From an optimization exercise on the open Yosys and OpenROAD flow, aimed at small area, a short achievable clock period and few clock cycles per item; shortcuts taken in it are not production practice. The RTL was checked by simulation tests, not by an equivalence proof against the original design. Power and IR drop assume default switching activity.

## flow/design.v (module list and top-level ports; edited modules follow where they fit)
// module booth_enc: 50 lines
// module mul_tree1: 884 lines
// module mul_tree2: 278 lines
// module ooo_top: 223 lines
module ooo_top (
   input  wire         clock,
   input  wire         reset,
   input  wire         dispatch_valid,
   input  wire  [2:0]  dispatch_op,
   input  wire  [3:0]  dispatch_rd,
   input  wire  [3:0]  dispatch_rs1,
   input  wire  [3:0]  dispatch_rs2,
   input  wire  [15:0] dispatch_imm,
   output logic        dispatch_ready,
   output logic        commit_valid,
   output logic [3:0]  commit_rd,
   output logic [31:0] commit_value
);
  // ...
==> flow/run.sh <==
#!/bin/bash
# synth_recipe.tcl (not shown) runs the flow's synth.tcl, then flattens the netlist and writes it again
# the make line also repeats each setting of config.mk as NAME=value (left out here)
make -C /OpenROAD-flow-scripts/flow DESIGN_CONFIG=/design/flow/config.mk WORK_HOME=/design/flow/orfs CLKGATE_MAP_FILE= SYNTH_SCRIPT=/design/flow/synth_recipe.tcl finish
==> flow/config.mk <==
export PLATFORM = sky130hd
export DESIGN_NAME = ooo_top
export DESIGN_NICKNAME = ooo_top
export VERILOG_FILES = /design/flow/design.v
export SDC_FILE = /design/flow/constraint.sdc
export NUM_CORES = 4
export LEC_CHECK = 0
export CAP_MARGIN = 20
export CORE_MARGIN = 2
export CORE_UTILIZATION = 40
export PLACE_DENSITY = 0.5
export SETUP_SLACK_MARGIN = 5
export SLEW_MARGIN = 20
export TNS_END_PERCENT = 0
==> flow/constraint.sdc <==
create_clock -name core_clock -period 8.0 [get_ports {clock}]
set_input_delay 1.6000 -clock core_clock [delete_from_list [all_inputs] [get_ports {clock}]]
set_output_delay 1.6000 -clock core_clock [all_outputs]
set_load 0.01 [all_outputs]
==> flow_metrics.env, run 1 <==
export IMPL_status="finished clean"
export IMPL_r2r_start="w_val[3]$_DFF_P_"
export IMPL_port_buffers=71
export IMPL_clk_pin_slew_worst_paths_ns=0.06
export IMPL_syn_area_per_cell_um2=10.26
export IMPL_cp_data_required_time_ns=8.65
export IMPL_cts_tree="done"
export IMPL_drv_cap=0
export IMPL_grt_busiest_layer="met2"
export IMPL_diodes=1
export IMPL_whs_ns=0.3871
export IMPL_postLayoutCellArea_mm2=0.05903
export IMPL_vias=42580
export IMPL_crit_start="w_val[3]$_DFF_P_"
export IMPL_first_global_vias=41420
export IMPL_synth_cell_types=90
export IMPL_synth_xor_area_share_pct=13.68
export IMPL_crit_buf_inv=2
export IMPL_start_util_pct=40.26
export IMPL_tap_cells=1742
export IMPL_crit_arrival_ns=4.50
export IMPL_p_comb_share_pct=10.9
export IMPL_finalCriticalPeriod_ns=3.853
export IMPL_synth_nets=5225
export IMPL_rr_worst_depth=13
export IMPL_vias_per_cell=6.213
export IMPL_grt_use_met3_pct=5.712
export IMPL_critPathLaunchType="register"
export IMPL_ir_drop_uv=159.3
export IMPL_cts_sinks=888
export IMPL_routed_top_layer="met5"
export IMPL_htree_num_levels=3
export IMPL_path_depth=13
export IMPL_seqCellArea_mm2=0.02329
export IMPL_grt_start_max_net_pins=86
export IMPL_setup_tns_ns=0
export IMPL_path_cells="buf_4 > or3b_1 > a31oi_1 > o21ai_2 > buf_6 > o22ai_2 > xor2_1 > xor3_1 > maj3_2 > maj3_2 > xor2_1 > or3b_1 > nand2_1"
export IMPL_synth_async_reset_ratio_pct=0
export IMPL_hold_buffers=0
export IMPL_swShare_pct=26.93
export IMPL_placed_cells=6622
export IMPL_drtIter0Drc=5358
export IMPL_drc=0
export IMPL_clock_power_share_pct=42.1
Testbench counts, summed over its fixed seeds: cycles 16,438, insts 16,000.
==> run 2: changes to the inputs <==
--- a/flow/config.mk
+++ b/flow/config.mk
@@ -8,6 +8,8 @@
 export CAP_MARGIN = 20
 export CORE_MARGIN = 2
 export CORE_UTILIZATION = 40
+export CTS_CLUSTER_DIAMETER = 80
+export CTS_CLUSTER_SIZE = 30
 export PLACE_DENSITY = 0.5
 export SETUP_SLACK_MARGIN = 5
 export SLEW_MARGIN = 20
==> run 2 against run 1 <==
Synthesized area did not move. Global-route usage down 0.30 points. Hold slack worse by 0.0095 ns. Via count fell by 0.60%. Largest power group unchanged. Highest routed layer unchanged.
==> flow_metrics.env, run 2 <==
export IMPL_chipHeight_um=365.0
export IMPL_synth_seq_cells=888
export IMPL_worst_pin_slew_ns=1.134
export IMPL_finalCriticalPeriod_ns=3.888
export IMPL_hold_path_class="register to register"
export IMPL_start_util_pct=40.26
export IMPL_seqPwrFrac_pct=53.6
export IMPL_final_common_cell="edfxtp_1"
export IMPL_path_cells="buf_4 > or3b_1 > a31oi_1 > o21ai_2 > buf_6 > o22ai_2 > xor2_1 > xor3_1 > maj3_2 > maj3_2 > xor2_1 > or3b_1 > nand2_1"
export IMPL_ys_flop_type="edfxtp_1"
export IMPL_numCtsBuffers=53
export IMPL_r2r_end="m_mid[115]$_DFF_P_"
export IMPL_dieWidth_um=365.0
export IMPL_synthCells=5079
export IMPL_setup_tns_ns=0
export IMPL_cp_data_required_time_ns=8.62
export IMPL_root_buffer="clkbuf_16"
export IMPL_criticalPathCategory="register to register"
export IMPL_p_comb_share_pct=12.4
export IMPL_yosysTopAreaCell="edfxtp_1"
export IMPL_top_regs="rf x512, m_mid x147"
export IMPL_largest_register="rf"
export IMPL_wl_per_cell_um=30.06
export IMPL_drtIter0Drc=5382
export IMPL_grt_antenna_before_repair=1
export IMPL_slowest_delay_ns=0.48
export IMPL_vias=42330
export IMPL_ant_nets=0
export IMPL_fmax_mhz=257.2
export IMPL_clk_pin_slew_worst_paths_ns=0.10
export IMPL_p_per_area_mw_per_mm2=169.3
export IMPL_timing_final_ws_setup_ns=4.112
export IMPL_yosysWarnings=1
export IMPL_end_kind="register"
export IMPL_min_from="m_rd[1]$_DFF_P_"
export IMPL_skew_ns=0.07258
export IMPL_drc=0
export IMPL_internal_power_mw=6.892
export IMPL_drt_pass1_iter_count=8
export IMPL_slew_headroom_pct=24.40
export IMPL_mappedNetlistArea_mm2=0.05213
export IMPL_syn_area_per_cell_um2=10.26
export IMPL_coreArea_mm2=0.1295
export IMPL_hold_path_depth=0
export IMPL_drv_slew=0
export IMPL_cts_tree="done"
export IMPL_synth_most_common_cell="edfxtp_1"
export IMPL_power_total_mw=9.759
export IMPL_grt_pass1_wl_mm=290.4
export IMPL_leakage_nw=19.47
export IMPL_hold_violations=0
export IMPL_synth_edf_count=543
export IMPL_routed_wirelength_mm=203.4
export IMPL_status="finished clean"
export IMPL_met2_usage_pct=46.94
export IMPL_critPathLaunchType="register"
export IMPL_grt_start_max_net_pins=86
export IMPL_port_buffers=71
export IMPL_final_cell_mix="edfxtp_1 (543), xnor2_1 (447), nor2_1 (316)"
export IMPL_yosysTopAreaCellShare_pct=31.28
export IMPL_swShare_pct=29.38
export IMPL_drv_cap=0
export IMPL_synth_nets=5225
export IMPL_grtUsageMet1_pct=40.90
export IMPL_ir_drop_uv=159.7
export IMPL_vias_per_cell=6.255
export IMPL_fin_crit_sh_pct=48.60
export IMPL_setup_viol=0
export IMPL_grt_ovfl_total=0
export IMPL_nets=5127
export IMPL_area_growth_synth_to_final_pct=10.56
export IMPL_io_pins=72
export IMPL_synth_area_top_cells="edfxtp_1 (31%), dfxtp_1 (13%), xnor2_1 (7.6%)"
export IMPL_drive_gt1_share_pct=11.94
export IMPL_power_switching_mw=2.868
export IMPL_dp_slack_ns=3.228
export IMPL_dieArea_mm2=0.1332
export IMPL_synth_cell_types=90
export IMPL_clk_latency_ns=0.73
export IMPL_grt_busiest_layer="met2"
export IMPL_diodes=0
export IMPL_r2r_start="w_val[3]$_DFF_P_"
export IMPL_hold_buffers=0
export IMPL_rsz0062_at_grt="yes"
export IMPL_rows=132
export IMPL_crit_slowest_cell="xor3_1"
export IMPL_rr_worst_depth=13
export IMPL_htree_num_levels=2
export IMPL_clock_path_buffers=3
export IMPL_synth_async_reset_ratio_pct=0
export IMPL_dp_hpwl_mm=122.0
export IMPL_synth_common_cells="edfxtp_1 (543), xnor2_1 (451), dfxtp_1 (345)"
export IMPL_cp_max_fo=29
export IMPL_min_to="w_rd[1]$_DFF_P_"
export IMPL_grt_usage_pct=29.76
export IMPL_grt_use_met3_pct=5.615
export IMPL_place_congestion=0.8924
export IMPL_worst_r2r_setup_slack_ns=4.11
export IMPL_first_global_vias=40840
export IMPL_cts_sinks=888
export IMPL_largest_register_ffs=512
export IMPL_yosysSeqAreaShare_pct=44.52
export IMPL_crit_arrival_ns=4.51
export IMPL_clock_power_share_pct=34.0
## run 2: cell counts after synthesis
No cell type changed its count.
## run 2: final cells by class
class | instances | area, µm²
multi-input combinational | 3606 | 27170
fill | 12320 | 71840
timing repair buffer | 281 | 2491
sequential | 888 | 23300
inverter | 151 | 568.0
tap | 1742 | 2180
clock inverter | 40 | 521.8
clock buffer | 59 | 1411
## run 2: how the worst max path moves through the flow
stage	startpoint	endpoint	slack (ns)	cells past startpoint
after floorplan	h_a_w$_SDFF_PP0_	m_mid[31]$_DFF_P_	4.43	12
after global placement	w_val[0]$_DFF_P_	m_mid[121]$_DFF_P_	3.23	11
after detailed placement	w_val[0]$_DFF_P_	m_mid[121]$_DFF_P_	3.23	11
after CTS	m_mid[13]$_DFF_P_	w_val[26]$_DFF_P_	4.11	17
after global routing	m_mid[22]$_DFF_P_	w_val[31]$_DFF_P_	3.96	16
final	w_val[3]$_DFF_P_	m_mid[115]$_DFF_P_	4.11	13
## run 2: logic make-up after synthesis
logic type               share of synthesized area (%)
AO/OA/AOI/OAI                                    20.82
XOR/XNOR                                         13.68
adder cells (fa/ha/maj)                          5.119
buffers and inverters                            4.774
flip-flops                                       44.52
multiplexers                                     2.213
AND/OR/NAND/NOR                                  8.868
## run 2: critical path: cells and delay by family, from the launching register on
family / cells / cell delay, ns
buffers and inverters: 2 / 0.51
adders and majority gates: 2 / 0.68
and+or+nand+nor: 3 / 0.83
AOI/OAI and AO/OA: 3 / 0.52
xor gates and xnor gates: 3 / 0.88
DFF: 1 / 0.32
## run 2: routing by layer
metal	wire (µm)	part of all wire, %
met1	86480	43
met2	90990	45
met3	18070	8.9
met4	7887	3.9
met5	14	0.0069
## run 2: power groups by stage
stage / combinational, mW / sequential (mW) / clock [mW]
floorplan: 0.693 / 5.28 / 0
global placement: 1.15 / 5.34 / 0
detailed placement: 1.15 / 5.34 / 0
CTS: 1.20 / 5.23 / 3.37
global route: 1.30 / 5.24 / 3.53
finish: 1.21 / 5.23 / 3.32
## run 2: timing repair
| action | in CTS | in global routing |
|---|---|---|
| setup buffers | 31 | 11 |
| gates resized for setup | 103 | 46 |
| gates cloned | 1 | 3 |
| pin swaps | 28 | 16 |
| endpoints found under the setup margin | 290 | 303 |
## run 2: metrics by stage
step / cells / hold slack, ns / util (%) / area, µm²
after global placement: 6622 / 0.3774 / 42.26 / 54720
after CTS: 6753 / 0.3823 / 44.27 / 57330
after floorplan: 5079 / 0.3730 / - / 52210
final: 6767 / 0.3776 / 44.52 / 57640
after detailed placement: 6622 / 0.3791 / 42.26 / 54720
after global routing: 6767 / 0.4033 / 44.52 / 57640
==> run 3: changes to the inputs <==
--- a/flow/config.mk
+++ b/flow/config.mk
@@ -9,7 +9,8 @@
 export CORE_MARGIN = 2
 export CORE_UTILIZATION = 40
 export CTS_CLUSTER_DIAMETER = 80
-export CTS_CLUSTER_SIZE = 30
+export CTS_CLUSTER_SIZE = 25
+export GPL_ROUTABILITY_DRIVEN = 0
 export PLACE_DENSITY = 0.5
 export SETUP_SLACK_MARGIN = 5
 export SLEW_MARGIN = 20
==> run 3 against run 2 <==
Clock-buffer cell count up 16. Synthesized cell count unchanged. Utilization down 0.067 points. Critical path depth up 5. Register-to-register slack about the same. Wire length about the same. Global-route usage about the same. Critical endpoint is now m_mid[31]$_DFF_P_. Largest cell class unchanged. Largest power group unchanged.
==> flow_metrics.env, run 3 <==
export IMPL_criticalPathCategory="register to register"
export IMPL_critPathLaunchType="register"
export IMPL_grt_usage_pct=29.76
export IMPL_ys_flop_type="edfxtp_1"
export IMPL_ir_drop_uv=158.5
export IMPL_drt_pass1_iter_count=7
export IMPL_setup_tns_ns=0
export IMPL_synthCells=5079
export IMPL_top_regs="rf x512, m_mid x147"
export IMPL_chipHeight_um=365.0
export IMPL_synth_common_cells="edfxtp_1 (543), xnor2_1 (451), dfxtp_1 (345)"
export IMPL_yosysSeqAreaShare_pct=44.52
export IMPL_dieWidth_um=365.0
export IMPL_fmax_mhz=256.9
export IMPL_hold_path_class="register to register"
export IMPL_yosysTopAreaCellShare_pct=31.28
export IMPL_slew_headroom_pct=22.90
export IMPL_synth_seq_cells=888
export IMPL_postLayoutCellArea_mm2=0.05756
export IMPL_drtIter0Drc=5481
export IMPL_end_kind="register"
export IMPL_cpLargestDelayFamily="compound AO/OA/AOI/OAI gates"
export IMPL_syn_area_per_cell_um2=10.26
export IMPL_yosysWarnings=1
export IMPL_p_per_area_mw_per_mm2=169.3
export IMPL_synth_nets=5225
export IMPL_leakage_nw=19.45
export IMPL_synth_area_top_cells="edfxtp_1 (31%), dfxtp_1 (13%), xnor2_1 (7.6%)"
export IMPL_rows=132
export IMPL_rsz0062_at_grt="yes"
export IMPL_routed_wirelength_mm=203.3
export IMPL_numCtsBuffers=55
export IMPL_setup_viol=0
export IMPL_nFillCells=12350
export IMPL_final_cell_mix="edfxtp_1 (543), xnor2_1 (449), nor2_1 (316)"
export IMPL_path_cells="buf_12 > nor2b_4 > buf_6 > a22oi_1 > o22ai_1 > a21oi_2 > fa_1 > a21o_1 > a21o_1 > a21oi_1 > o211ai_1 > nand3_2 > o31ai_4 > buf_4 > a211oi_4 > o31ai_4 > mux2i_1 > a221o_1"
export IMPL_seqCellArea_mm2=0.02329
export IMPL_crit_buf_inv=3
export IMPL_synth_most_common_cell="edfxtp_1"
export IMPL_clk_pin_slew_worst_paths_ns=0.09
export IMPL_cts_tree="done"
export IMPL_largest_register="rf"
export IMPL_worst_pin_slew_ns=1.157
export IMPL_skew_ns=0.06511
export IMPL_start_util_pct=40.26
export IMPL_nets=5127
export IMPL_wl_per_cell_um=30.03
export IMPL_port_buffers=71
export IMPL_final_common_cell="edfxtp_1"
export IMPL_clk_latency_ns=0.73
export IMPL_cp_max_fo=36
export IMPL_io_pins=72
export IMPL_ant_nets=0
export IMPL_multiInputGateArea_mm2=0.02713
export IMPL_cts_sinks=888
export IMPL_fin_crit_sh_pct=48.66
export IMPL_slowest_delay_ns=0.45
export IMPL_htree_num_levels=2
export IMPL_synth_edf_count=543
export IMPL_grt_pass1_wl_mm=290.5
export IMPL_grt_start_max_net_pins=86
export IMPL_crit_arrival_ns=4.47
export IMPL_vias_per_cell=6.278
export IMPL_diodes=0
export IMPL_root_buffer="clkbuf_16"
export IMPL_coreArea_mm2=0.1295
export IMPL_status="finished clean"
export IMPL_crit_slowest_cell="fa_1"
export IMPL_grt_antenna_before_repair=1
export IMPL_first_global_vias=40890
export IMPL_placed_area_mm2=0.05472
export IMPL_cp_data_required_time_ns=8.57
export IMPL_finalCriticalPeriod_ns=3.893
export IMPL_drc=0
export IMPL_drv_slew=0
export IMPL_clock_path_buffers=3
export IMPL_final_core_util_pct=44.45
export IMPL_dp_hpwl_mm=122.0
export IMPL_dieArea_mm2=0.1332
export IMPL_grt_ovfl_total=0
export IMPL_drive_gt1_share_pct=11.60
export IMPL_largest_register_ffs=512
export IMPL_vias=42500
export IMPL_yosysTopAreaCell="edfxtp_1"
export IMPL_hold_violations=0
export IMPL_drv_cap=0
export IMPL_area_growth_synth_to_final_pct=10.40
export IMPL_mappedNetlistArea_mm2=0.05213
export IMPL_synth_cell_types=90
export IMPL_synth_async_reset_ratio_pct=0
run 3: cell counts after synthesis:
No cell type changed its count.
run 3: cells by family (layout without fill, tap and decap cells):
logic type / count (synthesis) / count (layout) / synth area share (%)
adder cells (fa/ha/maj): 220 / 220 / 5.119
XOR/XNOR: 751 / 751 / 13.68
AND/OR/NAND/NOR: 955 / 956 / 8.868
AO/OA/AOI/OAI: 1572 / 1573 / 20.82
flip-flops: 888 / 888 / 44.52
buffers and inverters: 587 / 534 / 4.774
multiplexers: 106 / 106 / 2.213
run 3: area by class of cell:
class	instances	share of cell area (%)
Clock buffer	75	2.687
Timing Repair Buffer	279	4.272
Tap cell	1742	3.787
Inverter	151	0.9870
Clock inverter	29	0.6565
Sequential cell	888	40.47
Multi-Input combinational cell	3606	47.14
run 3: final timing paths:
path,startpoint,to,slack (ns),depth (start not counted)
worst max-delay path,d_b_m$_DFF_P_,m_mid[31]$_DFF_P_,4.11,18
worst min register to register,d_rd[0]$_DFF_P_,m_rd[0]$_DFF_P_,0.39,0
worst min-delay path,d_rd[0]$_DFF_P_,m_rd[0]$_DFF_P_,0.39,0
worst max register to register,d_b_m$_DFF_P_,m_mid[31]$_DFF_P_,4.11,18
run 3: power breakdown:
| part | internal, mW | leakage, nW | switching, mW |
|---|---|---|---|
| clock | 1.48 | 0.938 | 1.83 |
| combinational | 0.412 | 10.7 | 0.796 |
| sequential | 5.05 | 7.82 | 0.177 |
| total | 6.94 | 19.4 | 2.80 |
run 3: metal layers:
metal,up-vias,share of wire [%],global-route usage (%)
met5,-,0.0069,0
met3,393,9.1,5.391
met1,21190,42,41.06
li1,18590,-,-
met2,2325,45,46.98
met4,2,3.7,10.08
run 3: stage by stage:
| step | hold WS [ns] | power [mW] | instances | setup slack, ns |
|---|---|---|---|---|
| floorplan | 0.3730 | 5.969 | 5079 | 4.426 |
| global placement | 0.3774 | 6.486 | 6622 | 3.233 |
| detailed placement | 0.3791 | 6.488 | 6622 | 3.228 |
| CTS | 0.3929 | 9.784 | 6756 | 4.111 |
| global route | 0.4018 | 10.06 | 6770 | 3.959 |
| finish | 0.3916 | 9.744 | 6770 | 4.107 |
run 3: repair_timing:
item                                    4_1_cts  5_1_grt
endpoints found under the setup margin      288      301
pin swaps                                    26       14
gates resized for setup                      98       42
hold buffers                                  0        0
gates cloned                                  1        2
setup buffers                                29       12
==> run 4: changes to the inputs <==
--- a/flow/config.mk
+++ b/flow/config.mk
@@ -10,8 +10,7 @@
 export CORE_UTILIZATION = 40
 export CTS_CLUSTER_DIAMETER = 80
 export CTS_CLUSTER_SIZE = 25
-export GPL_ROUTABILITY_DRIVEN = 0
-export PLACE_DENSITY = 0.5
+export PLACE_DENSITY = 0.75
 export SETUP_SLACK_MARGIN = 5
 export SLEW_MARGIN = 20
 export TNS_END_PERCENT = 0
==> run 4 against run 3 <==
Wire length down 9.9%. Via count up 3.3%. Final area decreased by 0.26%. Cell count down 0.21%. Clock power is 15% lower. Combinational power about the same. Still clean. Global-route usage fell by 3.4 points. Synthesized area unchanged. Sequential share of layout area increased by 0.17 points. Hold slack got worse by 0.011 ns. Critical path type unchanged. Highest routed layer is now met4. Largest power group unchanged. Maximum frequency rose by 3.0%.
==> flow_metrics.env, run 4 <==
export IMPL_slew_headroom_pct=25.54
export IMPL_setup_tns_ns=0
export IMPL_drc=0
export IMPL_drtIter0Drc=7044
export IMPL_fmax_mhz=264.6
export IMPL_final_common_cell="edfxtp_1"
export IMPL_first_global_vias=42130
export IMPL_cp_max_fo=3
export IMPL_grt_antenna_before_repair=1
export IMPL_drive_gt1_share_pct=11.91
export IMPL_cts_sinks=888
export IMPL_skew_ns=0.04960
export IMPL_placed_cells=6604
export IMPL_critPathLaunchType="register"
export IMPL_yosysTopAreaCellShare_pct=31.28
export IMPL_port_buffers=71
export IMPL_whs_ns=0.3805
export IMPL_synth_nets=5225
export IMPL_chipHeight_um=365.0
export IMPL_hold_violations=0
export IMPL_routed_wirelength_mm=183.2
export IMPL_r2r_end="w_val[28]$_DFF_P_"
export IMPL_grt_ovfl_total=0
export IMPL_synth_cell_types=90
export IMPL_dieArea_mm2=0.1332
export IMPL_place_congestion=0.9610
export IMPL_vias_per_cell=6.499
export IMPL_r2r_start="m_mid[12]$_DFF_P_"
export IMPL_ant_nets=0
export IMPL_drt_pass1_iter_count=7
export IMPL_cts_tree="done"
export IMPL_synth_area_top_cells="edfxtp_1 (31%), dfxtp_1 (13%), xnor2_1 (7.6%)"
export IMPL_start_util_pct=40.26
export IMPL_placed_area_mm2=0.05455
export IMPL_syn_area_per_cell_um2=10.26
export IMPL_io_pins=72
export IMPL_clock_path_buffers=3
export IMPL_final_core_util_pct=44.33
export IMPL_synth_async_reset_ratio_pct=0
export IMPL_rr_worst_depth=16
export IMPL_dp_slack_ns=3.132
export IMPL_largest_register="rf"
export IMPL_hold_path_depth=0
export IMPL_criticalPathCategory="register to register"
export IMPL_worst_pin_slew_ns=1.109
export IMPL_synthCells=5079
export IMPL_nets=5121
export IMPL_min_from="m_rd[3]$_DFF_P_"
export IMPL_grt_usage_pct=26.39
export IMPL_coreArea_mm2=0.1295
export IMPL_synth_edf_count=543
export IMPL_rsz0062_at_grt="yes"
export IMPL_drv_slew=0
export IMPL_synth_common_cells="edfxtp_1 (543), xnor2_1 (451), dfxtp_1 (345)"
export IMPL_dieWidth_um=365.0
export IMPL_top_regs="rf x512, m_mid x147"
export IMPL_yosysTopAreaCell="edfxtp_1"
export IMPL_ys_flop_type="edfxtp_1"
export IMPL_clk_pin_slew_worst_paths_ns=0.10
export IMPL_power_total_mw=9.272
export IMPL_area_growth_synth_to_final_pct=10.11
export IMPL_yosysWarnings=1
export IMPL_nFillCells=11960
export IMPL_crit_arrival_ns=4.34
export IMPL_p_per_area_mw_per_mm2=161.5
export IMPL_hold_path_class="register to register"
export IMPL_worst_r2r_setup_slack_ns=4.22
export IMPL_final_cells=6756
export IMPL_leakage_nw=19.32
export IMPL_clk_latency_ns=0.69
export IMPL_root_buffer="clkbuf_16"
export IMPL_vias=43910
export IMPL_grt_pass1_wl_mm=266.1
export IMPL_wl_per_cell_um=27.12
export IMPL_rows=132
export IMPL_ir_drop_uv=214.0
export IMPL_htree_num_levels=2
export IMPL_setup_viol=0
export IMPL_cp_data_required_time_ns=8.56
export IMPL_numCtsBuffers=46
export IMPL_dp_hpwl_mm=108.5
export IMPL_status="finished clean"
export IMPL_fin_crit_sh_pct=47.23
export IMPL_timing_final_ws_setup_ns=4.221
export IMPL_finalCriticalPeriod_ns=3.779
export IMPL_end_kind="register"
export IMPL_synth_most_common_cell="edfxtp_1"
export IMPL_yosysSeqAreaShare_pct=44.52
export IMPL_final_cell_mix="edfxtp_1 (543), xnor2_1 (440), nor2_1 (316)"
export IMPL_synth_seq_cells=888
export IMPL_largest_register_ffs=512
export IMPL_mappedNetlistArea_mm2=0.05213
export IMPL_min_to="w_rd[3]$_DFF_P_"
export IMPL_grt_start_max_net_pins=78
export IMPL_drv_cap=0
export IMPL_postLayoutCellArea_mm2=0.05741
run 4: worst max path at each step:
stage	startpoint	slack, ns	end	cells after the start
after CTS	m_mid[12]$_DFF_P_	4.33	w_val[28]$_DFF_P_	17
after global placement	d_b_m$_DFF_P_	3.17	m_mid[30]$_DFF_P_	17
after floorplan	h_a_w$_SDFF_PP0_	4.43	m_mid[31]$_DFF_P_	12
final	m_mid[12]$_DFF_P_	4.22	w_val[28]$_DFF_P_	16
after global routing	d_b_w$_DFF_P_	4.11	m_mid[30]$_DFF_P_	17
after detailed placement	d_b_m$_DFF_P_	3.13	m_mid[31]$_DFF_P_	14
run 4: routing by layer:
layer	part of all wire [%]	GRT usage (%)	wire (µm)	vias to the layer above
met5	0	0	0	-
met4	7.4	16.11	13490	0
met3	13	7.083	24690	830
met2	43	40.72	79610	3596
met1	36	32.97	65450	20930
li1	-	-	-	18550
run 4: final cells by class:
| type | count | area (µm²) | area share [%] |
|---|---|---|---|
| flip-flops and latches | 888 | 23330 | 40.64 |
| clock inverters | 16 | 250.2 | 0.4359 |
| well taps | 1742 | 2180 | 3.797 |
| diodes | 1 | 2.502 | 0.004359 |
| clock buffers | 70 | 1262 | 2.199 |
| multi-input cells | 3604 | 27270 | 47.50 |
| repair buffers | 284 | 2536 | 4.418 |
| inverters | 151 | 575.6 | 1.003 |
run 4: critical path, stage by stage (launching register included):
cell and delay, ns:
dfxtp_4 0.38, maj3_2 0.33, xnor2_1 0.19, xnor2_1 0.12, fa_1 0.55, inv_2 0.05
ha_4 0.23, a211oi_4 0.27, nand2b_1 0.13, nor3b_2 0.22, o31ai_2 0.16, nand2_2 0.15
o221ai_4 0.17, a211oi_2 0.36, o21bai_2 0.12, mux2i_1 0.15, nand3_1 0.08
run 4: cell families after synthesis:
logic type               Yosys count  share of synthesized area (%)
AO/OA/AOI/OAI                   1572                          20.82
AND/OR/NAND/NOR                  955                          8.868
flip-flops                       888                          44.52
XOR/XNOR                         751                          13.68
buffers and inverters            587                          4.774
adder cells (fa/ha/maj)          220                          5.119
multiplexers                     106                          2.213
run 4: what timing repair did:
action,CTS,global route
pin swaps,43,31
gates resized for setup,165,47
hold buffers,0,0
setup buffers,39,24
endpoints found under the setup margin,234,248
cloned,0,2
run 4: power breakdown:
group / switching [mW] / internal (mW) / total [mW]
combinational: 0.783 / 0.430 / 1.21
sequential: 0.186 / 5.05 / 5.24
clock: 1.63 / 1.19 / 2.82
total: 2.60 / 6.67 / 9.27
==> run 5: changes to the inputs <==
--- a/flow/config.mk
+++ b/flow/config.mk
@@ -10,7 +10,7 @@
 export CORE_UTILIZATION = 40
 export CTS_CLUSTER_DIAMETER = 80
 export CTS_CLUSTER_SIZE = 25
-export PLACE_DENSITY = 0.75
+export PLACE_DENSITY = 0.85
 export SETUP_SLACK_MARGIN = 5
 export SLEW_MARGIN = 20
 export TNS_END_PERCENT = 0
==> run 5 against run 4 <==
Via count is 1.9% higher. Clock skew decreased by 0.011 ns. Critical path depth fell by 3. Critical endpoint is now m_mid[115]$_DFF_P_.
==> flow_metrics.env, run 5 <==
export IMPL_postLayoutCellArea_mm2=0.05711
export IMPL_cp_data_required_time_ns=8.61
export IMPL_clk_pin_slew_worst_paths_ns=0.10
export IMPL_drv_slew=0
export IMPL_synth_seq_cells=888
export IMPL_power_total_mw=9.141
export IMPL_leakage_nw=19.26
export IMPL_slowest_delay_ns=0.47
export IMPL_yosysTopAreaCellShare_pct=31.28
export IMPL_final_cells=6757
export IMPL_setup_viol=0
export IMPL_numCtsBuffers=46
export IMPL_grt_ovfl_total=0
export IMPL_cp_max_fo=32
export IMPL_critPathLaunchType="register"
export IMPL_crit_slowest_cell="dfxtp_4"
export IMPL_crit_buf_inv=2
export IMPL_drtIter0Drc=8119
export IMPL_yosysWarnings=1
export IMPL_grt_start_max_net_pins=91
export IMPL_synth_area_top_cells="edfxtp_1 (31%), dfxtp_1 (13%), xnor2_1 (7.6%)"
export IMPL_clock_path_buffers=3
export IMPL_routed_wirelength_mm=180.2
export IMPL_nets=5121
export IMPL_seqCellArea_mm2=0.02331
export IMPL_finalCriticalPeriod_ns=3.866
export IMPL_port_buffers=71
export IMPL_placed_cells=6602
export IMPL_place_congestion=0.9873
export IMPL_slew_headroom_pct=29.88
export IMPL_chipHeight_um=365.0
export IMPL_grt_pass1_wl_mm=264.8
export IMPL_end_kind="register"
export IMPL_cts_sinks=888
export IMPL_drt_pass1_iter_count=9
export IMPL_synth_cell_types=90
export IMPL_setup_tns_ns=0
export IMPL_path_cells="buf_6 > mux2_2 > mux2i_4 > buf_12 > o32ai_1 > xnor2_1 > xnor2_1 > xor3_1 > xnor2_1 > maj3_2 > xor2_1 > or3b_1 > nand2_1"
export IMPL_fin_crit_sh_pct=48.32
export IMPL_vias_per_cell=6.621
export IMPL_status="finished clean"
export IMPL_synth_async_reset_ratio_pct=0
export IMPL_multiInputGateArea_mm2=0.02707
export IMPL_ir_drop_uv=193.4
export IMPL_drive_gt1_share_pct=10.61
export IMPL_grt_usage_pct=25.95
export IMPL_final_common_cell="edfxtp_1"
export IMPL_vias=44740
export IMPL_synth_nets=5225
export IMPL_final_core_util_pct=44.11
export IMPL_drv_cap=0
export IMPL_synth_common_cells="edfxtp_1 (543), xnor2_1 (451), dfxtp_1 (345)"
export IMPL_hold_violations=0
export IMPL_largest_register="rf"
export IMPL_dieArea_mm2=0.1332
export IMPL_ys_flop_type="edfxtp_1"
export IMPL_largest_register_ffs=512
export IMPL_first_global_vias=43390
export IMPL_worst_pin_slew_ns=1.045
export IMPL_skew_ns=0.03833
export IMPL_yosysSeqAreaShare_pct=44.52
export IMPL_final_cell_mix="edfxtp_1 (543), xnor2_1 (448), nor2_1 (316)"
export IMPL_syn_area_per_cell_um2=10.26
export IMPL_root_buffer="clkbuf_16"
export IMPL_synth_most_common_cell="edfxtp_1"
export IMPL_clk_latency_ns=0.67
export IMPL_wl_per_cell_um=26.66
export IMPL_placed_area_mm2=0.05451
export IMPL_crit_arrival_ns=4.47
export IMPL_cpMostUsedCell="xnor2_1"
export IMPL_io_pins=72
export IMPL_htree_num_levels=2
export IMPL_synth_edf_count=543
export IMPL_hold_path_class="register to register"
export IMPL_coreArea_mm2=0.1295
export IMPL_area_growth_synth_to_final_pct=9.554
export IMPL_ant_nets=0
export IMPL_rows=132
export IMPL_cpLargestDelayFamily="XOR/XNOR gates"
export IMPL_fmax_mhz=258.7
export IMPL_synthCells=5079
export IMPL_rsz0062_at_grt="yes"
export IMPL_grt_antenna_before_repair=3
export IMPL_nFillCells=11720
export IMPL_criticalPathCategory="register to register"
export IMPL_p_per_area_mw_per_mm2=160.0
export IMPL_dieWidth_um=365.0
export IMPL_start_util_pct=40.26
export IMPL_cts_tree="done"
export IMPL_yosysTopAreaCell="edfxtp_1"
export IMPL_dp_hpwl_mm=105.7
export IMPL_mappedNetlistArea_mm2=0.05213
export IMPL_top_regs="rf x512, m_mid x147"
export IMPL_drc=0
-- run 5: cell counts after synthesis --
No cell type changed its count.
-- run 5: metrics by stage --
step | setup WS [ns] | hold slack [ns]
floorplan | 4.426 | 0.3730
global placement | 3.303 | 0.3792
detailed placement | 3.211 | 0.3800
CTS | 4.216 | 0.3714
global route | 4.053 | 0.3723
finish | 4.134 | 0.3716
-- run 5: kinds of logic (layout without fill, tap and decap cells) --
logic type,Yosys count,count (layout),share of synthesized area [%]
AOI/OAI and AO/OA,1572,1572,20.82
and+or+nand+nor,955,955,8.868
DFF,888,888,44.52
xor gates and xnor gates,751,751,13.68
buffers and inverters,587,521,4.774
adders and majority gates,220,220,5.119
muxes,106,106,2.213
other,0,2,0
-- run 5: repair_timing --
item                                    CTS  global route
pin swaps                                30            17
gates resized for setup                 111            33
setup buffers                            45            21
endpoints found under the setup margin  219           257
hold buffers                              0             0
endpoints found under the hold margin     0             0
-- run 5: path summary, 6_finish.rpt --
kind / from / end / slack [ns] / cells after the start
min: d_rd[2]$_DFF_P_ / m_rd[2]$_DFF_P_ / 0.37 / 0
max: d_mb_w$_DFF_P_ / m_mid[115]$_DFF_P_ / 4.13 / 13
max reg2reg: d_mb_w$_DFF_P_ / m_mid[115]$_DFF_P_ / 4.13 / 13
min reg2reg: d_rd[2]$_DFF_P_ / m_rd[2]$_DFF_P_ / 0.37 / 0
-- run 5: cell type report --
class | instances | share of cell area [%]
multi-input cells | 3604 | 47.40
flip-flops and latches | 888 | 40.81
repair buffers | 284 | 4.410
well taps | 1742 | 3.816
clock buffers | 71 | 2.234
inverters | 151 | 0.9924
clock inverters | 15 | 0.3286
diodes | 2 | 0.008763
-- run 5: power breakdown --
group / total [mW] / internal (mW) / switching (mW)
Sequential: 5.27 / 5.05 / 0.214
Clock: 2.73 / 1.15 / 1.58
Combinational: 1.14 / 0.408 / 0.734
Total: 9.14 / 6.61 / 2.53
-- run 5: routing by layer --
metal	vias up	track usage (%)	share of wire [%]	routed length, µm
met5	-	0	0.012	21
met4	4	18.16	8.6	15580
met3	1132	8.308	16	28810
met2	4113	39.21	42	75720
met1	20930	31.35	33	60030
li1	18560	-	-	-
==> run 6: changes to the inputs <==
--- a/flow/config.mk
+++ b/flow/config.mk
@@ -10,7 +10,7 @@
 export CORE_UTILIZATION = 40
 export CTS_CLUSTER_DIAMETER = 80
 export CTS_CLUSTER_SIZE = 25
-export PLACE_DENSITY = 0.85
+export PLACE_DENSITY = 0.5
 export SETUP_SLACK_MARGIN = 5
 export SLEW_MARGIN = 20
 export TNS_END_PERCENT = 0
==> run 6 against run 5 <==
Still clean on timing, DRC and antenna. Power grew 6.6%. Largest cell class unchanged. Global-route usage grew 3.8 points. Highest routed layer unchanged. Sequential cell count is the same.
==> flow_metrics.env, run 6 <==
export IMPL_power_total_mw=9.744
export IMPL_p_comb_share_pct=12.4
export IMPL_synthCells=5079
export IMPL_grt_usage_pct=29.76
export IMPL_power_switching_mw=2.802
export IMPL_hold_violations=0
export IMPL_whs_ns=0.3916
export IMPL_path_cells="buf_12 > nor2b_4 > buf_6 > a22oi_1 > o22ai_1 > a21oi_2 > fa_1 > a21o_1 > a21o_1 > a21oi_1 > o211ai_1 > nand3_2 > o31ai_4 > buf_4 > a211oi_4 > o31ai_4 > mux2i_1 > a221o_1"
export IMPL_hold_path_class="register to register"
export IMPL_final_cells=6770
export IMPL_synth_cell_types=90
export IMPL_cts_tree="done"
export IMPL_slew_headroom_pct=22.90
export IMPL_final_cell_mix="edfxtp_1 (543), xnor2_1 (449), nor2_1 (316)"
export IMPL_routed_wirelength_mm=203.3
export IMPL_synth_seq_cells=888
export IMPL_worst_pin_slew_ns=1.157
export IMPL_criticalPathCategory="register to register"
export IMPL_synth_area_top_cells="edfxtp_1 (31%), dfxtp_1 (13%), xnor2_1 (7.6%)"
export IMPL_synth_nets=5225
export IMPL_setup_viol=0
export IMPL_largest_register_ffs=512
export IMPL_swShare_pct=28.76
export IMPL_skew_ns=0.06511
export IMPL_start_util_pct=40.26
export IMPL_rsz0062_at_grt="yes"
export IMPL_vias=42500
export IMPL_synth_async_reset_ratio_pct=0
export IMPL_dp_hpwl_mm=122.0
export IMPL_end_kind="register"
export IMPL_ant_nets=0
export IMPL_placed_area_mm2=0.05472
export IMPL_crit_arrival_ns=4.47
export IMPL_seqPwrFrac_pct=53.6
export IMPL_clk_latency_ns=0.73
export IMPL_yosysTopAreaCell="edfxtp_1"
export IMPL_dp_slack_ns=3.228
export IMPL_drtIter0Drc=5481
export IMPL_nets=5127
export IMPL_final_common_cell="edfxtp_1"
export IMPL_numCtsBuffers=55
export IMPL_hold_path_depth=0
export IMPL_grt_start_max_net_pins=86
export IMPL_ys_flop_type="edfxtp_1"
export IMPL_rr_worst_depth=18
export IMPL_syn_area_per_cell_um2=10.26
export IMPL_placed_cells=6622
export IMPL_grt_ovfl_total=0
export IMPL_min_to="m_rd[0]$_DFF_P_"
export IMPL_ir_drop_uv=158.5
export IMPL_drive_gt1_share_pct=11.60
export IMPL_top_regs="rf x512, m_mid x147"
export IMPL_nFillCells=12350
export IMPL_fin_crit_sh_pct=48.66
export IMPL_r2r_start="d_b_m$_DFF_P_"
export IMPL_status="finished clean"
export IMPL_largest_register="rf"
export IMPL_synth_common_cells="edfxtp_1 (543), xnor2_1 (451), dfxtp_1 (345)"
export IMPL_slowest_delay_ns=0.45
export IMPL_dieArea_mm2=0.1332
export IMPL_cts_sinks=888
export IMPL_chipHeight_um=365.0
export IMPL_area_growth_synth_to_final_pct=10.40
export IMPL_internal_power_mw=6.941
export IMPL_clock_power_share_pct=34.0
export IMPL_clock_path_buffers=3
export IMPL_vias_per_cell=6.278
export IMPL_place_congestion=0.8924
export IMPL_grt_antenna_before_repair=1
export IMPL_drv_slew=0
export IMPL_r2r_end="m_mid[31]$_DFF_P_"
export IMPL_finalCriticalPeriod_ns=3.893
export IMPL_drv_cap=0
export IMPL_synth_most_common_cell="edfxtp_1"
export IMPL_first_global_vias=40890
export IMPL_min_from="d_rd[0]$_DFF_P_"
export IMPL_diodes=0
export IMPL_htree_num_levels=2
export IMPL_postLayoutCellArea_mm2=0.05756
export IMPL_cpLargestDelayFamily="compound AO/OA/AOI/OAI gates"
export IMPL_grt_pass1_wl_mm=290.5
export IMPL_clk_pin_slew_worst_paths_ns=0.09
export IMPL_cp_data_required_time_ns=8.57
export IMPL_timing_final_ws_setup_ns=4.107
export IMPL_rows=132
export IMPL_crit_buf_inv=3
export IMPL_p_per_area_mw_per_mm2=169.3
export IMPL_yosysSeqAreaShare_pct=44.52
export IMPL_io_pins=72
export IMPL_root_buffer="clkbuf_16"
export IMPL_drt_pass1_iter_count=7
export IMPL_crit_slowest_cell="fa_1"
export IMPL_synth_edf_count=543
export IMPL_wl_per_cell_um=30.03
export IMPL_fmax_mhz=256.9
export IMPL_coreArea_mm2=0.1295
export IMPL_leakage_nw=19.45
export IMPL_mappedNetlistArea_mm2=0.05213
export IMPL_yosysWarnings=1
export IMPL_final_core_util_pct=44.45
export IMPL_port_buffers=71
export IMPL_dieWidth_um=365.0
export IMPL_yosysTopAreaCellShare_pct=31.28
export IMPL_drc=0
export IMPL_setup_tns_ns=0
export IMPL_critPathLaunchType="register"
export IMPL_cp_max_fo=36
export IMPL_worst_r2r_setup_slack_ns=4.11
run 6: changes by cell type in the layout (fill, tap and decap cells not counted), sizes merged, moves of 2 or more:
cell and change:
clkbuf +5, buf -6, inv +13, bufinv +2
diode -2
run 6: layout make-up:
cell class,instances,area [µm²],share of cell area (%)
clock buffer,75,1546,2.687
clock inverter,29,377.9,0.6565
inverter,151,568.0,0.9870
multi-input combinational,3606,27130,47.14
sequential,888,23290,40.47
tap,1742,2180,3.787
timing repair buffer,279,2459,4.272
run 6: cells by family (layout without fill, tap and decap cells):
logic type | count (synthesis) | in the layout | share of synthesized area, %
compound gates | 1572 | 1573 | 20.82
flops | 888 | 888 | 44.52
simple gates | 955 | 956 | 8.868
buf+inv | 587 | 534 | 4.774
xor+xnor | 751 | 751 | 13.68
mux | 106 | 106 | 2.213
fa+ha+maj | 220 | 220 | 5.119
run 6: worst max path at each step:
stage	end	slack, ns	depth (start not counted)	startpoint
after global placement	m_mid[121]$_DFF_P_	3.23	11	w_val[0]$_DFF_P_
after floorplan	m_mid[31]$_DFF_P_	4.43	12	h_a_w$_SDFF_PP0_
after CTS	w_val[26]$_DFF_P_	4.11	17	m_mid[13]$_DFF_P_
after global routing	w_val[31]$_DFF_P_	3.96	16	m_mid[22]$_DFF_P_
final	m_mid[31]$_DFF_P_	4.11	18	d_b_m$_DFF_P_
after detailed placement	m_mid[121]$_DFF_P_	3.23	11	w_val[0]$_DFF_P_
run 6: power groups by stage:
| stage | sequential, mW | clock, mW | combinational [mW] |
|---|---|---|---|
| after CTS | 5.23 | 3.36 | 1.19 |
| after global routing | 5.24 | 3.52 | 1.30 |
| after global placement | 5.34 | 0 | 1.15 |
| after floorplan | 5.28 | 0 | 0.693 |
| final | 5.23 | 3.31 | 1.21 |
| after detailed placement | 5.34 | 0 | 1.15 |
run 6: per-layer routing:
layer / routed length (µm) / part of all wire [%] / global-route usage [%]
met1: 86250 / 42 / 41.06
met2: 90890 / 45 / 46.98
met3: 18550 / 9.1 / 5.391
met4: 7612 / 3.7 / 10.08
met5: 14 / 0.0069 / 0
run 6: repair_timing:
item,CTS,global route
buffers inserted,29,12
cloned,1,2
endpoints found under the setup margin,288,301
hold buffers,0,0
pin swaps,26,14
resized for setup,98,42
==> run 7: changes to the inputs <==
--- a/flow/config.mk
+++ b/flow/config.mk
@@ -7,10 +7,10 @@
 export LEC_CHECK = 0
 export CAP_MARGIN = 20
 export CORE_MARGIN = 2
-export CORE_UTILIZATION = 40
+export CORE_UTILIZATION = 50
 export CTS_CLUSTER_DIAMETER = 80
 export CTS_CLUSTER_SIZE = 25
-export PLACE_DENSITY = 0.5
+export PLACE_DENSITY = 0.7
 export SETUP_SLACK_MARGIN = 5
 export SLEW_MARGIN = 20
 export TNS_END_PERCENT = 0
==> run 7 against run 6 <==
First-iteration DRC count grew 17%. Non-clock buffer count grew 3. Sequential share of layout area grew 0.43 points. Die area shrank 20%. Cell count shrank 5.5%. Sequential cell count is the same. Sequential power is essentially flat. Wire length shrank 11%. Utilization grew 11 points. Synthesized area is the same.
==> flow_metrics.env, run 7 <==
export IMPL_grt_ovfl_total=0
export IMPL_largest_register="rf"
export IMPL_drc=0
export IMPL_cts_sinks=888
export IMPL_yosysSeqAreaShare_pct=44.52
export IMPL_nets=5122
export IMPL_dp_hpwl_mm=107.8
export IMPL_clk_latency_ns=0.70
export IMPL_drv_slew=0
export IMPL_final_core_util_pct=55.05
export IMPL_drtIter0Drc=6399
export IMPL_chipHeight_um=326.9
export IMPL_dieArea_mm2=0.1069
export IMPL_yosysTopAreaCell="edfxtp_1"
export IMPL_p_per_area_mw_per_mm2=164.1
export IMPL_hold_path_class="register to register"
export IMPL_grt_start_max_net_pins=86
export IMPL_wl_per_cell_um=28.42
export IMPL_top_regs="rf x512, m_mid x147"
export IMPL_io_pins=72
export IMPL_fin_crit_sh_pct=48.16
export IMPL_grt_usage_pct=33.07
export IMPL_synth_seq_cells=888
export IMPL_drt_pass1_iter_count=8
export IMPL_vias=43050
export IMPL_finalCriticalPeriod_ns=3.853
export IMPL_leakage_nw=19.35
export IMPL_cpMostUsedCell="xnor2_1"
export IMPL_fmax_mhz=259.6
export IMPL_cp_max_fo=42
export IMPL_setup_viol=0
export IMPL_clk_pin_slew_worst_paths_ns=0.10
export IMPL_crit_buf_inv=2
export IMPL_crit_slowest_cell="buf_4"
export IMPL_diodes=0
export IMPL_ir_drop_uv=161.0
export IMPL_final_common_cell="edfxtp_1"
export IMPL_synth_async_reset_ratio_pct=0
export IMPL_synth_area_top_cells="edfxtp_1 (31%), dfxtp_1 (13%), xnor2_1 (7.6%)"
export IMPL_rows=118
export IMPL_grt_antenna_before_repair=0
export IMPL_synthCells=5079
export IMPL_routed_wirelength_mm=181.8
export IMPL_final_cell_mix="edfxtp_1 (543), xnor2_1 (439), nor2_1 (317)"
export IMPL_cp_data_required_time_ns=8.61
export IMPL_drv_cap=0
export IMPL_vias_per_cell=6.730
export IMPL_path_cells="buf_12 > mux2i_4 > buf_4 > o32ai_1 > xnor2_1 > xnor2_1 > xor3_1 > xnor2_1 > maj3_2 > xor2_1 > or3b_1 > nand2_1"
export IMPL_slew_headroom_pct=34.16
export IMPL_drive_gt1_share_pct=11.82
export IMPL_crit_arrival_ns=4.46
export IMPL_setup_tns_ns=0
export IMPL_place_congestion=0.9495
export IMPL_largest_register_ffs=512
export IMPL_ys_flop_type="edfxtp_1"
export IMPL_synth_cell_types=90
export IMPL_status="finished clean"
export IMPL_synth_nets=5225
export IMPL_worst_pin_slew_ns=0.9810
export IMPL_grt_pass1_wl_mm=267.1
export IMPL_synth_most_common_cell="edfxtp_1"
export IMPL_cts_tree="done"
export IMPL_start_util_pct=50.37
export IMPL_hold_buffers=0
export IMPL_root_buffer="clkbuf_16"
export IMPL_slowest_delay_ns=0.48
export IMPL_mappedNetlistArea_mm2=0.05213
export IMPL_first_global_vias=41890
export IMPL_coreArea_mm2=0.1035
export IMPL_ant_nets=0
export IMPL_dieWidth_um=326.9
export IMPL_critPathLaunchType="register"
export IMPL_clock_path_buffers=3
export IMPL_criticalPathCategory="register to register"
export IMPL_cpLargestDelayFamily="XOR/XNOR gates"
export IMPL_port_buffers=71
export IMPL_yosysTopAreaCellShare_pct=31.28
export IMPL_area_growth_synth_to_final_pct=9.295
export IMPL_numCtsBuffers=49
export IMPL_skew_ns=0.04313
export IMPL_synth_common_cells="edfxtp_1 (543), xnor2_1 (451), dfxtp_1 (345)"
export IMPL_hold_violations=0
export IMPL_syn_area_per_cell_um2=10.26
export IMPL_rsz0062_at_grt="yes"
export IMPL_end_kind="register"
export IMPL_yosysWarnings=1
export IMPL_synth_edf_count=543
export IMPL_htree_num_levels=2
-- run 7: cell counts after synthesis --
No cell type changed its count.
-- run 7: path summary, 6_finish.rpt --
path | to | cells after the start | slack, ns | from
min reg2reg | m_rd[1]$_DFF_P_ | 0 | 0.38 | d_rd[1]$_DFF_P_
max | m_mid[115]$_DFF_P_ | 12 | 4.15 | d_mb_m$_DFF_P_
max reg2reg | m_mid[115]$_DFF_P_ | 12 | 4.15 | d_mb_m$_DFF_P_
min | m_rd[1]$_DFF_P_ | 0 | 0.38 | d_rd[1]$_DFF_P_
-- run 7: kinds of logic (layout without fill, tap and decap cells) --
| logic type | count (synthesis) | in the layout | share of synthesized area, % |
|---|---|---|---|
| AO/OA/AOI/OAI | 1572 | 1572 | 20.82 |
| AND/OR/NAND/NOR | 955 | 955 | 8.868 |
| flip-flops | 888 | 888 | 44.52 |
| XOR/XNOR | 751 | 751 | 13.68 |
| buffers and inverters | 587 | 524 | 4.774 |
| adder cells (fa/ha/maj) | 220 | 220 | 5.119 |
| multiplexers | 106 | 106 | 2.213 |
-- run 7: routing by layer --
| layer | part of all wire (%) | vias to the layer above | GRT usage, % |
|---|---|---|---|
| met5 | 0 | - | 0 |
| met4 | 6.1 | 0 | 17.27 |
| met3 | 13 | 661 | 8.684 |
| met2 | 44 | 3179 | 50.79 |
| met1 | 37 | 20650 | 42.97 |
| li1 | - | 18560 | - |
-- run 7: per-stage QoR --
step | hold slack (ns) | area (µm²) | instances | total power [mW] | worst slack (ns)
finish | 0.3810 | 56980 | 6396 | 9.350 | 4.147
CTS | 0.3843 | 56660 | 6382 | 9.307 | 4.286
global route | 0.3779 | 56980 | 6396 | 9.618 | 4.083
detailed placement | 0.3799 | 54170 | 6249 | 6.432 | 3.028
global placement | 0.3772 | 54170 | 6249 | 6.411 | 3.235
floorplan | 0.3730 | 52210 | 5079 | 5.969 | 4.426
-- run 7: power by group --
| group | total, mW | switching [mW] | internal (mW) | leakage, nW |
|---|---|---|---|---|
| registers | 5.22 | 0.166 | 5.05 | 7.82 |
| logic | 1.21 | 0.789 | 0.422 | 10.8 |
| clock network | 2.92 | 1.68 | 1.24 | 0.765 |
-- run 7: final cells by class --
type                    count  area (µm²)
clock buffers              72        1344
clock inverters            19       261.5
fillers                  8854       46520
inverters                 151       571.8
multi-input cells        3604       27230
flip-flops and latches    888       23310
well taps                1380        1727
repair buffers            282        2539
-- run 7: repair_timing --
action	in CTS	in global routing
pin swaps	33	17
setup endpoints to repair	218	250
setup buffers	42	13
resized for setup	136	39
hold endpoints to repair	0	0
==> run 8: changes to the inputs <==
--- a/flow/config.mk
+++ b/flow/config.mk
@@ -7,10 +7,10 @@
 export LEC_CHECK = 0
 export CAP_MARGIN = 20
 export CORE_MARGIN = 2
-export CORE_UTILIZATION = 50
+export CORE_UTILIZATION = 40
 export CTS_CLUSTER_DIAMETER = 80
 export CTS_CLUSTER_SIZE = 25
-export PLACE_DENSITY = 0.7
+export PLACE_DENSITY = 0.65
 export SETUP_SLACK_MARGIN = 5
 export SLEW_MARGIN = 20
-export TNS_END_PERCENT = 0
+export TNS_END_PERCENT = 5
==> run 8 against run 7 <==
Final area rose by 6.6%. Sequential cell count unchanged. Synthesized area is the same. Sequential share of layout area fell by 2.4 points. First-iteration DRC count grew 7.7%. Sequential power about the same. Combinational power is 15% higher. Cell count grew 8.6%. Critical path depth increased by 5. Via count grew 3.9%. Utilization down 8.2 points. Clock-buffer cell count fell by 1.
==> flow_metrics.env, run 8 <==
export IMPL_syn_area_per_cell_um2=10.26
export IMPL_rows=132
export IMPL_synth_area_top_cells="edfxtp_1 (31%), dfxtp_1 (13%), xnor2_1 (7.6%)"
export IMPL_synth_most_common_cell="edfxtp_1"
export IMPL_drtIter0Drc=6889
export IMPL_status="finished clean"
export IMPL_power_switching_mw=2.741
export IMPL_synth_common_cells="edfxtp_1 (543), xnor2_1 (451), dfxtp_1 (345)"
export IMPL_start_util_pct=40.26
export IMPL_cts_tree="done"
export IMPL_crit_buf_inv=4
export IMPL_cts_sinks=888
export IMPL_io_pins=72
export IMPL_htree_num_levels=2
export IMPL_clock_path_buffers=3
export IMPL_placed_cells=6609
export IMPL_seqPwrFrac_pct=54.8
export IMPL_finalCriticalPeriod_ns=3.830
export IMPL_diodes=0
export IMPL_coreArea_mm2=0.1295
export IMPL_synthCells=5079
export IMPL_dieArea_mm2=0.1332
export IMPL_p_per_area_mw_per_mm2=157.3
export IMPL_hold_path_class="register to register"
export IMPL_numCtsBuffers=48
export IMPL_grt_start_max_net_pins=80
export IMPL_cp_max_fo=5
export IMPL_crit_arrival_ns=4.39
export IMPL_worst_pin_slew_ns=1.001
export IMPL_ys_flop_type="edfxtp_1"
export IMPL_drive_gt1_share_pct=17.76
export IMPL_nets=5310
export IMPL_largest_register="rf"
export IMPL_yosysSeqAreaShare_pct=44.52
export IMPL_skew_ns=0.07897
export IMPL_yosysWarnings=1
export IMPL_setup_tns_ns=0
export IMPL_clk_pin_slew_worst_paths_ns=0.11
export IMPL_cpLargestDelayFamily="adder cells"
export IMPL_synth_async_reset_ratio_pct=0
export IMPL_hold_violations=0
export IMPL_final_cells=6946
export IMPL_placed_area_mm2=0.05481
export IMPL_whs_ns=0.3314
export IMPL_setup_viol=0
export IMPL_synth_edf_count=543
export IMPL_rsz0062_at_grt="yes"
export IMPL_leakage_nw=20.92
export IMPL_dieWidth_um=365.0
export IMPL_criticalPathCategory="register to register"
export IMPL_swShare_pct=28.69
export IMPL_final_common_cell="edfxtp_1"
export IMPL_cpMostUsedCell="buf_4"
export IMPL_mappedNetlistArea_mm2=0.05213
export IMPL_wl_per_cell_um=28.59
export IMPL_vias=44720
export IMPL_grt_usage_pct=28.66
export IMPL_synth_nets=5225
export IMPL_drv_slew=0
export IMPL_largest_register_ffs=512
export IMPL_critPathLaunchType="register"
export IMPL_slew_headroom_pct=32.58
export IMPL_routed_wirelength_mm=198.6
export IMPL_path_cells="maj3_2 > xnor2_2 > xnor2_2 > fa_1 > inv_2 > ha_4 > a211oi_4 > buf_4 > a221oi_2 > o31a_1 > nand2_2 > o221ai_4 > buf_4 > buf_4 > a21o_1 > a21oi_2 > xnor2_1"
export IMPL_drt_pass1_iter_count=7
export IMPL_drc=0
export IMPL_internal_power_mw=6.812
export IMPL_area_growth_synth_to_final_pct=16.48
export IMPL_fin_crit_sh_pct=47.87
export IMPL_place_congestion=0.9455
export IMPL_final_cell_mix="edfxtp_1 (543), xnor2_1 (418), nor2_1 (311)"
export IMPL_grt_ovfl_total=0
export IMPL_synth_cell_types=90
export IMPL_yosysTopAreaCellShare_pct=31.28
export IMPL_grt_pass1_wl_mm=283.8
export IMPL_first_global_vias=42980
export IMPL_fmax_mhz=261.1
export IMPL_top_regs="rf x512, m_mid x147"
export IMPL_postLayoutCellArea_mm2=0.06072
export IMPL_root_buffer="clkbuf_16"
export IMPL_end_kind="register"
export IMPL_chipHeight_um=365.0
export IMPL_p_comb_share_pct=14.5
export IMPL_yosysTopAreaCell="edfxtp_1"
export IMPL_drv_cap=0
export IMPL_vias_per_cell=6.438
export IMPL_synth_seq_cells=888
export IMPL_port_buffers=71
export IMPL_dp_hpwl_mm=111.9
export IMPL_crit_slowest_cell="fa_1"
export IMPL_grt_antenna_before_repair=1
export IMPL_ant_nets=0
export IMPL_clock_power_share_pct=30.7
export IMPL_cp_data_required_time_ns=8.56
export IMPL_hold_buffers=0
export IMPL_clk_latency_ns=0.72
export IMPL_slowest_delay_ns=0.53
export IMPL_ir_drop_uv=184.9
[run 8: cell counts after synthesis]
Identical to the previous run, type by type.
[run 8: per-layer routing]
| metal | vias up | part of all wire [%] | global-route usage [%] |
|---|---|---|---|
| li1 | 18960 | - | - |
| met1 | 21610 | 37 | 36.91 |
| met2 | 3400 | 44 | 44.83 |
| met3 | 758 | 12 | 5.815 |
| met4 | 2 | 6.9 | 16.42 |
| met5 | - | 0.0060 | 0 |
[run 8: through the flow]
step	utilization [%]	worst slack (ns)	total power [mW]
after floorplan	-	4.470	5.989
final	46.90	4.170	9.553
after CTS	46.08	4.239	9.474
after detailed placement	42.33	3.188	6.452
after global placement	42.33	3.289	6.432
after global routing	46.90	4.060	9.794
[run 8: path summary, 6_finish.rpt]
path,startpoint,endpoint,cells after the start,slack [ns]
worst max-delay path,m_mid[12]$_DFF_P_,w_val[24]$_DFF_P_,17,4.17
worst min-delay path,m_rd[2]$_DFF_P_,w_rd[2]$_DFF_P_,0,0.33
worst max register to register,m_mid[12]$_DFF_P_,w_val[24]$_DFF_P_,17,4.17
worst min register to register,m_rd[2]$_DFF_P_,w_rd[2]$_DFF_P_,0,0.33
[run 8: timing repair]
action | CTS | global route
endpoints found under the setup margin | 238 | 266
gates cloned | 15 | 1
resized for setup | 283 | 137
setup buffers | 177 | 54
pin swaps | 96 | 60
[run 8: worst reg2reg max path, delay by kind of cell (launching register included)]
family | cells | cell delay [ns]
xor gates and xnor gates | 3 | 0.43
DFF | 1 | 0.39
buffers and inverters | 4 | 0.47
adders and majority gates | 3 | 1.16
AOI/OAI and AO/OA | 6 | 1.10
and+or+nand+nor | 1 | 0.14
[run 8: area by class of cell]
type,instances,area (µm²)
multi-input cells,3605,28200
clock inverters,19,310.3
inverters,151,570.5
flip-flops and latches,888,23360
repair buffers,470,4788
fillers,11690,68760
well taps,1742,2180
clock buffers,71,1309
[run 8: power by group through the flow]
stage	clock, mW	sequential [mW]	combinational (mW)
final	2.93	5.23	1.39
after global routing	3.09	5.25	1.46
after CTS	2.94	5.23	1.30
after detailed placement	0	5.38	1.07
after global placement	0	5.38	1.06
after floorplan	0	5.28	0.709
[run 8: logic make-up (layout without fill, tap and decap cells)]
family,count (synthesis),in the layout,synth area share [%]
adders and majority gates,220,220,5.119
xor gates and xnor gates,751,751,13.68
DFF,888,888,44.52
muxes,106,106,2.213
buffers and inverters,587,711,4.774
and+or+nand+nor,955,956,8.868
AOI/OAI and AO/OA,1572,1572,20.82
==> run 9: changes to the inputs <==
--- a/flow/config.mk
+++ b/flow/config.mk
@@ -13,4 +13,4 @@
 export PLACE_DENSITY = 0.65
 export SETUP_SLACK_MARGIN = 5
 export SLEW_MARGIN = 20
-export TNS_END_PERCENT = 5
+export TNS_END_PERCENT = 0
==> run 9 against run 8 <==
Critical path depth decreased by 5. Register-to-register slack improved by 0.06 ns. Clock skew is 0.014 ns lower. Largest cell class unchanged. Still clean. Maximum frequency increased by 1.6%. Power down 2.4%. Sequential share of layout area is 2.1 points higher. First-iteration DRC count down 11%. Highest routed layer is now met4. Clock-buffer cell count fell by 1. Critical path type unchanged. Final area fell by 5.2%. Hold slack better by 0.045 ns.
==> flow_metrics.env, run 9 <==
export IMPL_hold_violations=0
export IMPL_synth_compound_area_share_pct=20.82
export IMPL_skew_ns=0.06486
export IMPL_htree_num_levels=2
export IMPL_status="finished clean"
export IMPL_nets=5133
export IMPL_crit_arrival_ns=4.35
export IMPL_met1_length_mm=71.25
export IMPL_synth_cell_types=90
export IMPL_drive_gt1_share_pct=12.04
export IMPL_wl_met2_mm=83.23
export IMPL_cp_data_required_time_ns=8.59
export IMPL_rsz0062_at_grt="yes"
export IMPL_first_global_vias=41540
export IMPL_grt_antenna_before_repair=0
export IMPL_area_growth_synth_to_final_pct=10.37
export IMPL_synth_common_cells="edfxtp_1 (543), xnor2_1 (451), dfxtp_1 (345)"
export IMPL_clk_pin_slew_worst_paths_ns=0.10
export IMPL_root_buffer="clkbuf_16"
export IMPL_io_pins=72
export IMPL_synth_nets=5225
export IMPL_worst_r2r_setup_slack_ns=4.23
export IMPL_crit_start="d_mb_w$_DFF_P_"
export IMPL_leakage_nw=19.44
export IMPL_numCtsBuffers=49
export IMPL_path_cells="buf_12 > mux2_2 > mux2i_4 > buf_8 > o22ai_1 > xor2_1 > xor3_1 > maj3_2 > maj3_2 > xor2_1 > or3b_1 > nand2_1"
export IMPL_r2r_end="m_mid[115]$_DFF_P_"
export IMPL_finalCriticalPeriod_ns=3.768
export IMPL_yosysTopAreaCell="edfxtp_1"
export IMPL_seqCellArea_mm2=0.02332
export IMPL_synth_top_family_by_area="compound AO/OA/AOI/OAI gates"
export IMPL_drtIter0Drc=6129
export IMPL_synth_area_top_cells="edfxtp_1 (31%), dfxtp_1 (13%), xnor2_1 (7.6%)"
export IMPL_fin_crit_sh_pct=47.10
export IMPL_fmax_mhz=265.4
export IMPL_yosys_area_share_simple_pct=8.868
export IMPL_vias=43010
export IMPL_yosysTopAreaCellShare_pct=31.28
export IMPL_yosysSeqAreaShare_pct=44.52
export IMPL_multiInputGateArea_mm2=0.02721
export IMPL_whs_ns=0.3760
export IMPL_cts_sinks=888
export IMPL_synth_seq_cells=888
export IMPL_chipHeight_um=365.0
export IMPL_ys_flop_type="edfxtp_1"
export IMPL_routed_top_layer="met4"
export IMPL_routed_wirelength_mm=186.6
export IMPL_dieWidth_um=365.0
export IMPL_wl_per_cell_um=27.57
export IMPL_min_to="m_rd[2]$_DFF_P_"
export IMPL_power_total_mw=9.327
export IMPL_synth_most_common_cell="edfxtp_1"
export IMPL_critPathLaunchType="register"
export IMPL_drv_slew=0
export IMPL_hold_path_depth=0
export IMPL_nFillCells=12110
export IMPL_vias_per_cell=6.355
export IMPL_worst_pin_slew_ns=1.064
export IMPL_p_per_area_mw_per_mm2=162.1
export IMPL_largest_register="rf"
export IMPL_slew_headroom_pct=28.60
export IMPL_min_from="d_rd[2]$_DFF_P_"
export IMPL_final_common_cell="edfxtp_1"
export IMPL_slowest_delay_ns=0.49
export IMPL_setup_viol=0
export IMPL_grt_ovfl_total=0
export IMPL_ir_drop_uv=198.3
export IMPL_synthAdderAreaFrac_pct=5.119
export IMPL_drv_cap=0
export IMPL_met3WireLength_mm=21.42
export IMPL_final_core_util_pct=44.44
export IMPL_synth_async_reset_ratio_pct=0
export IMPL_top_regs="rf x512, m_mid x147"
export IMPL_port_buffers=71
export IMPL_crit_buf_inv=2
export IMPL_r2r_start="d_mb_w$_DFF_P_"
export IMPL_syn_area_per_cell_um2=10.26
export IMPL_cts_tree="done"
export IMPL_yosysWarnings=1
export IMPL_end_kind="register"
export IMPL_cpLargestDelayFamily="XOR/XNOR gates"
export IMPL_criticalPathCategory="register to register"
export IMPL_drt_pass1_iter_count=9
export IMPL_rows=132
export IMPL_hold_path_class="register to register"
export IMPL_drc=0
export IMPL_place_congestion=0.9194
export IMPL_synth_mux_area_fraction_pct=2.213
export IMPL_ant_nets=0
export IMPL_largest_register_ffs=512
export IMPL_mappedNetlistArea_mm2=0.05213
export IMPL_grt_start_max_net_pins=88
export IMPL_dp_hpwl_mm=110.3
export IMPL_synth_edf_count=543
export IMPL_clk_latency_ns=0.70
export IMPL_final_cell_mix="edfxtp_1 (543), xnor2_1 (444), nor2_1 (317)"
export IMPL_cp_max_fo=32
export IMPL_dieArea_mm2=0.1332
export IMPL_coreArea_mm2=0.1295
export IMPL_rr_worst_depth=12
export IMPL_synthCells=5079
export IMPL_clock_path_buffers=3
export IMPL_crit_slowest_cell="xor3_1"
export IMPL_start_util_pct=40.26
export IMPL_grt_pass1_wl_mm=271.9
export IMPL_grt_usage_pct=27.23
export IMPL_setup_tns_ns=0
export IMPL_synth_xor_area_share_pct=13.68
export IMPL_postLayoutCellArea_mm2=0.05754
export IMPL_placed_area_mm2=0.05461
[run 9: cell counts after synthesis]
Identical to the previous run, type by type.
[run 9: layout make-up]
class,instances,area share (%)
inverters,151,0.9937
multi-input cells,3604,47.29
clock buffers,70,2.303
diodes,1,0.004349
well taps,1742,3.788
clock inverters,18,0.4197
flip-flops and latches,888,40.53
repair buffers,293,4.671
[run 9: worst max-delay path by stage]
stage               slack [ns]  depth (start not counted)                  to
global placement          3.16                         17   m_mid[30]$_DFF_P_
global route              4.07                         17   w_val[28]$_DFF_P_
detailed placement        3.12                         17   m_mid[30]$_DFF_P_
floorplan                 4.43                         12   m_mid[31]$_DFF_P_
CTS                       4.28                         17   w_val[28]$_DFF_P_
finish                    4.23                         12  m_mid[115]$_DFF_P_
[run 9: timing repair]
action                                  CTS  global route
hold buffers                              0             0
pin swaps                                46            15
setup buffers                            60             7
gates cloned                              2             0
endpoints found under the setup margin  211           245
gates resized for setup                 161            23
[run 9: per-layer routing]
metal  GRT usage [%]  vias to the layer above
met1           35.10                    20870
li1                -                    18600
met2           43.20                     2936
met3           5.747                      598
met4           13.85                        0
met5               0                        -
[run 9: logic make-up (layout without fill, tap and decap cells)]
| family | Yosys count | after routing |
|---|---|---|
| AO/OA/AOI/OAI | 1572 | 1572 |
| XOR/XNOR | 751 | 751 |
| adder cells (fa/ha/maj) | 220 | 220 |
| buffers and inverters | 587 | 532 |
| flip-flops | 888 | 888 |
| multiplexers | 106 | 106 |
| other | 0 | 1 |
| AND/OR/NAND/NOR | 955 | 955 |
[run 9: where the power goes]
part	internal [mW]	switching [mW]	leakage (nW)
combinational	0.421	0.771	10.9
clock	1.24	1.66	0.751
sequential	5.05	0.186	7.83
[run 9: metrics by stage]
stage          instances  setup slack [ns]
2_1_floorplan       5079             4.426
3_3_place_gp        6609             3.158
3_5_place_dp        6609             3.117
4_1_cts             6759             4.280
5_1_grt             6766             4.073
6_report            6767             4.232

[static timing again, ports no longer ideal]
How much do the figures lean on ideal ports? The routed layouts below were timed once more, with nothing changed but the port constraints.
Step 1 sets driving cells, clkbuf_16 on the clock port and buf_2 on the other inputs (assumed; they add their load-dependent delay and slew).
Step 2, shift: input delay + t, output delay - t, t = (earliest + latest rising clock arrival at the registers) / 2. This alone moves slack from input paths to output paths.
Three values: ideal, step 1, step 2; two values: the first two.
| run | shift t [ns] | setup slack, ns | worst hold slack (ns) | worst register clock-pin slew, ns |
|---|---|---|---|---|
| run 1 | 0.778 | 4.147 / 4.134 / 4.147 | 0.387 / 0.387 / 0.387 | 0.07 / 0.07 |
| run 2 | 0.762 | 4.112 / 4.112 / 4.112 | 0.378 / 0.378 / 0.378 | 0.12 / 0.12 |
| run 3 | 0.766 | 4.107 / 4.107 / 4.107 | 0.392 / 0.392 / 0.392 | 0.11 / 0.11 |
| run 4 | 0.742 | 4.221 / 4.221 / 4.221 | 0.381 / 0.381 / 0.381 | 0.10 / 0.10 |
| run 5 | 0.719 | 4.134 / 4.134 / 4.134 | 0.372 / 0.372 / 0.372 | 0.10 / 0.10 |
| run 6 | 0.766 | 4.107 / 4.107 / 4.107 | 0.392 / 0.392 / 0.392 | 0.11 / 0.11 |
| run 7 | 0.750 | 4.147 / 4.147 / 4.147 | 0.381 / 0.381 / 0.381 | 0.11 / 0.11 |
| run 8 | 0.754 | 4.170 / 4.170 / 4.170 | 0.331 / 0.331 / 0.331 | 0.11 / 0.11 |
| run 9 | 0.733 | 4.232 / 4.232 / 4.232 | 0.376 / 0.376 / 0.376 | 0.11 / 0.11 |
After both steps setup and hold are still met in every run listed.
